Context: an optimization exercise on an open-source flow, tuned for small area. The choices shown serve that exercise and are no tape-out recipe. The RTL was checked by simulation tests, not by an equivalence proof against the original design. Power and IR drop assume default switching activity.

## run 1
==> flow/design.v <==
package img_params_pkg;
  localparam int IMG_WIDTH_DEF  = 220;
  localparam int IMG_HEIGHT_DEF = 220;
  localparam int DATA_WIDTH_DEF = 8;
  localparam int WIN_ELEMS  = 9;
  localparam int WIN_CENTRE = 4;
  typedef enum logic [2:0] {
    ST_IDLE   = 3'd0,
    ST_ACTIVE = 3'd1,
    ST_EOL    = 3'd2,
    ST_FLUSH  = 3'd3,
    ST_DONE   = 3'd4
  } gw_state_e;
endpackage
module gray_line_ram #(
  parameter int DEPTH = 443,
  parameter int DW    = 8
) (
  input  logic                clk,
  input  logic                en,
  input  logic [DW-1:0]       din,
  output logic [DEPTH*DW-1:0] q
);
  logic [DEPTH*DW-1:0] sr_q;
  always_ff @(posedge clk) begin
    if (en) sr_q <= {sr_q[(DEPTH-1)*DW-1:0], din};
  end
  assign q = sr_q;
endmodule
import img_params_pkg::*;
module gray_window_3x3 #(
  parameter int IMG_WIDTH  = img_params_pkg::IMG_WIDTH_DEF,
  parameter int IMG_HEIGHT = img_params_pkg::IMG_HEIGHT_DEF,
  parameter int DATA_WIDTH = img_params_pkg::DATA_WIDTH_DEF
) (
  input  logic                              clk,
  input  logic                              rstn,
  input  logic                              start,
  input  logic                              in_valid,
  input  logic [DATA_WIDTH-1:0]             in_data,
  output logic                              in_ready,
  output logic                              win_valid,
  output logic [9*DATA_WIDTH-1:0]           win_data,
  output logic [$clog2(IMG_HEIGHT)-1:0]     out_row,
  output logic [$clog2(IMG_WIDTH)-1:0]      out_col,
  output logic                              busy,
  output logic                              done
);
  localparam int DW    = DATA_WIDTH;
  localparam int W     = IMG_WIDTH;
  localparam int AW    = $clog2(IMG_WIDTH);
  localparam int RW    = $clog2(IMG_HEIGHT);
  localparam int DEPTH = 2 * W + 3;
  img_params_pkg::gw_state_e    state_q, state_d;
  logic [AW-1:0]                ccol_q, ccol_d;
  logic [RW-1:0]                crow_q, crow_d;
  logic                         win_valid_q, win_valid_d;
  logic                         vshift_q, vshift_d;
  logic                         done_q, done_d;
  logic                         in_ready_q, in_ready_d;
  logic                         accept;
  logic                         shift_en;
  logic [DEPTH*DW-1:0]          line_q;
  logic                         pt, pb, pl, pr;
  assign accept   = in_valid && in_ready_q;
  assign shift_en = accept || (state_q == ST_FLUSH);
  gray_line_ram #(.DEPTH(DEPTH), .DW(DW)) u_line (
    .clk  (clk),
    .en   (shift_en),
    .din  (in_data),
    .q    (line_q)
  );
  always_comb begin
    state_d     = state_q;
    ccol_d      = ccol_q;
    crow_d      = crow_q;
    win_valid_d = 1'b0;
    vshift_d    = 1'b0;
    done_d      = 1'b0;
    case (state_q)
      ST_IDLE: begin
        if (start) begin
          state_d = ST_ACTIVE;
          ccol_d  = AW'(W - 1);
          crow_d  = RW'(-2);
        end
      end
      ST_ACTIVE: begin
        if (accept) begin
          ccol_d = (ccol_q == AW'(W)) ? '0 : ccol_q + AW'(1);
          if (ccol_q == AW'(W - 1)) begin
            crow_d = crow_q + RW'(1);
          end else begin
            win_valid_d = (crow_q != '1);
          end
          if (ccol_q == AW'(W - 3)) state_d = ST_EOL;
        end
      end
      ST_EOL: begin
        ccol_d      = AW'(W - 1);
        win_valid_d = (crow_q != '1);
        vshift_d    = 1'b1;
        state_d     = (crow_q == RW'(IMG_HEIGHT - 2)) ? ST_FLUSH : ST_ACTIVE;
      end
      ST_FLUSH: begin
        win_valid_d = 1'b1;
        vshift_d    = 1'b1;
        crow_d      = RW'(IMG_HEIGHT - 1);
        if (crow_q != RW'(IMG_HEIGHT - 1)) ccol_d = '0;
        else                               ccol_d = ccol_q + AW'(1);
        if (crow_q == RW'(IMG_HEIGHT - 1) && ccol_q == AW'(W - 2))
          state_d = ST_DONE;
      end
      ST_DONE: begin
        state_d = ST_IDLE;
        done_d  = 1'b1;
      end
      default: state_d = ST_IDLE;
    endcase
    in_ready_d = (state_d == ST_ACTIVE);
  end
  always_ff @(posedge clk or negedge rstn) begin
    if (!rstn) begin
      state_q     <= ST_IDLE;
      win_valid_q <= 1'b0;
      done_q      <= 1'b0;
      in_ready_q  <= 1'b0;
    end else begin
      state_q     <= state_d;
      win_valid_q <= win_valid_d;
      done_q      <= done_d;
      in_ready_q  <= in_ready_d;
    end
  end
  always_ff @(posedge clk) begin
    ccol_q   <= ccol_d;
    crow_q   <= crow_d;
    vshift_q <= vshift_d;
  end
  assign pt = (crow_q == '0);
  assign pb = (crow_q == RW'(IMG_HEIGHT - 1));
  assign pl = (ccol_q == '0);
  assign pr = (ccol_q == AW'(W - 1));
  for (genvar gi = 0; gi < 3; gi++) begin : g_r
    for (genvar gj = 0; gj < 3; gj++) begin : g_c
      localparam int K  = 3*gi + gj;
      localparam int PN = (2 - gi) * W + (2 - gj);
      localparam int PS = (PN > 0) ? PN - 1 : 0;
      logic kill, sel_n, sel_s;
      assign kill  = (gi == 0 && pt) || (gi == 2 && pb) ||
                     (gj == 0 && pl) || (gj == 2 && pr);
      assign sel_n = !kill && !vshift_q;
      assign sel_s = !kill && vshift_q && (PN > 0);
      assign win_data[DW*K +: DW] = (line_q[DW*PN +: DW] & {DW{sel_n}}) |
                                    (line_q[DW*PS +: DW] & {DW{sel_s}});
    end
  end
  assign in_ready  = in_ready_q;
  assign win_valid = win_valid_q;
  assign out_row   = crow_q;
  assign out_col   = ccol_q;
  assign busy      = (state_q != ST_IDLE);
  assign done      = done_q;
endmodule
==> flow/config.mk <==
export PLATFORM = sky130hd
export DESIGN_NAME = gray_window_3x3
export DESIGN_NICKNAME = gray_window_3x3
export VERILOG_FILES = /design/flow/design.v
export SDC_FILE = /design/flow/constraint.sdc
export NUM_CORES = 4
export LEC_CHECK = 0
export CAP_MARGIN = 10
export CORE_MARGIN = 2
export CORE_UTILIZATION = 60
export PLACE_DENSITY = 0.7
export SLEW_MARGIN = 10
==> flow/constraint.sdc <==
create_clock -name core_clock -period 10.0 [get_ports {clk}]
set_input_delay 2.0000 -clock core_clock [delete_from_list [all_inputs] [get_ports {clk}]]
set_output_delay 2.0000 -clock core_clock [all_outputs]
set_load 0.01 [all_outputs]
standard.sh (not shown) runs the stock make flow with config.mk's settings and CLKGATE_MAP_FILE= SYNTH_SCRIPT=/design/flow/synth_recipe.tcl, a recipe that flattens the netlist after the stock synthesis.
==> flow/flow/run.sh <==
#!/bin/bash
export CTS_ARGS="-sink_clustering_enable -repair_clock_nets -dont_use_dummy_load -buf_list sky130_fd_sc_hd__clkbuf_8 -sink_clustering_size 16 -sink_clustering_max_diameter 35"
export BUFFER_PORTS_ARGS="-buffer_cell sky130_fd_sc_hd__buf_1"
bash standard.sh > standard_sh.log 2>&1
Edits applied to the flow inputs when going from run 1 to run 2:
Settings: SLEW_MARGIN now 20, was 10; CAP_MARGIN now 20, was 10.
==> flow/flow/run.sh <==
#!/bin/bash
# The standard layout (standard.sh), with two changes passed through the
# environment: clock tree synthesis without dummy loads and with clustering
# of our own choice, and the smallest buffer for the port buffers.
export CTS_ARGS="-sink_clustering_enable -repair_clock_nets -dont_use_dummy_load -buf_list sky130_fd_sc_hd__clkbuf_4 -sink_clustering_size 11 -sink_clustering_max_diameter 45"
export BUFFER_PORTS_ARGS="-buffer_cell sky130_fd_sc_hd__buf_1"
bash standard.sh > standard_sh.log 2>&1
[summary]
Run 2: worst hold slack after final layout 0.031 ns below run 1
For proportion of cell area occupied by multi-input gates, run 2 and run 1 come out practically identical.
Reported for run 2 and run 1, number of rows in the core area turned out identical to the last digit.
Run 2 — worst setup slack 0.29 ns lower, run 1 as reference
Run 2 vs run 1 on core utilization of the finished layout: run 2 is the lower one.
Ratio of cells with drive above 1 in the final layout down 1.4 points in run 2 wrt run 1
Run 2: combinational group share of total power higher than run 1
Diff run 1 -> run 2 | first-iteration DRC count | down by more than 10%
Run 2 vs run 1, footprint of the multi-input gates went up by about 0.3%.
In run 2, the sequential share of layout area came out 2.6 points above the value in run 1.
Achievable clock frequency (run 2 vs. run 1) decreases by a few percent
Relative to run 2, the following input files were edited for run 3:
Settings: CORE_UTILIZATION now 50, was 60; PLACE_DENSITY now 0.6, was 0.7.
==> flow/flow/run.sh <==
#!/bin/bash
# The standard layout (standard.sh), with two changes passed through the
# environment: clock tree synthesis without dummy loads and with clustering
# of our own choice, and the smallest buffer for the port buffers.
export CTS_ARGS="-sink_clustering_enable -repair_clock_nets -dont_use_dummy_load -buf_list sky130_fd_sc_hd__clkbuf_8 -sink_clustering_size 20 -sink_clustering_max_diameter 60"
export BUFFER_PORTS_ARGS="-buffer_cell sky130_fd_sc_hd__buf_1"
bash standard.sh > standard_sh.log 2>&1
### Flow results
- Run 3 ended with every stage complete and zero timing, DRC or antenna violations.
- When run 3 is set beside run 2, its routed wire length turns out to be about 3% larger.
- Re register-to-register slack: run 2 was higher than run 3.
- Between run 3 and run 2, it is run 3 whose global-route usage is lower, by 2.1 points.
- Compared with run 2, run 3 shows a lower sequential share of layout area.
- Signed area change from the synthesized netlist to the final layout in run 3 is 0.47 points higher than in run 2
- The fill cell instance count of the final layout reported for run 3 is greater than that of run 2 by about 40%.
- Compared to run 2, run 3 has share of the clock period used by the worst path after layout 4.2 points lower.
- Slew of the pin with the lowest slew margin in run 3 vs run 2: down 0.089 ns
- As far as clock network fraction of total power is concerned, run 3 and run 2 perform about the same.
For run 4, these inputs were changed with respect to run 3:
Settings: CORE_UTILIZATION: 50 -> 60; PLACE_DENSITY: 0.6 -> 0.7.
==> flow/flow/run.sh <==
#!/bin/bash
export CTS_ARGS="-sink_clustering_enable -repair_clock_nets -dont_use_dummy_load -buf_list sky130_fd_sc_hd__clkbuf_16 -sink_clustering_size 30 -sink_clustering_max_diameter 45"
export BUFFER_PORTS_ARGS="-buffer_cell sky130_fd_sc_hd__buf_1"
bash standard.sh > standard_sh.log 2>&1
## What came out
Non-clock buffer instance count of the final layout | run 4 above run 3. Shortest period the worst path allows: run 4 > run 3. [compare] base=run 3 new=run 4: number of gates on the worst path with buffers counted stayed essentially flat; clock transition at the register clock pins on the worst setup and hold paths after CTS fell 0.04 ns.

-- re-timing with driven ports --
The flow's constraints put no driver on any port. The routed layouts listed below were extracted and timed again, unchanged, in two steps.
Step 1, drivers: a clkbuf_16 drives clk and a buf_2 each remaining input, both assumed.
Step 2 moves the port delays by t, midway between the first and last clock arrival at a register: inputs arrive t later, outputs are due t later. That takes back most of the time a late clock gives input paths.
a / b / c = ideal / step 1 / step 2; a / b = the first two.
run	t (ns)	setup WS [ns]	slew at the worst register clock pin (ns)	worst slew at a driven data input, ns	cell pins on the clock port's net
run 1	1.062	4.178 / 4.102 / 4.944	0.09 / 0.09	0.03	1
run 2	1.334	3.885 / 3.811 / 4.860	0.12 / 0.12	0.03	1
run 3	0.999	4.309 / 4.233 / 4.662	0.12 / 0.12	0.14	1
run 4	0.955	4.292 / 4.212 / 4.896	0.09 / 0.09	0.03	1
After both steps every run listed still meets setup and hold.
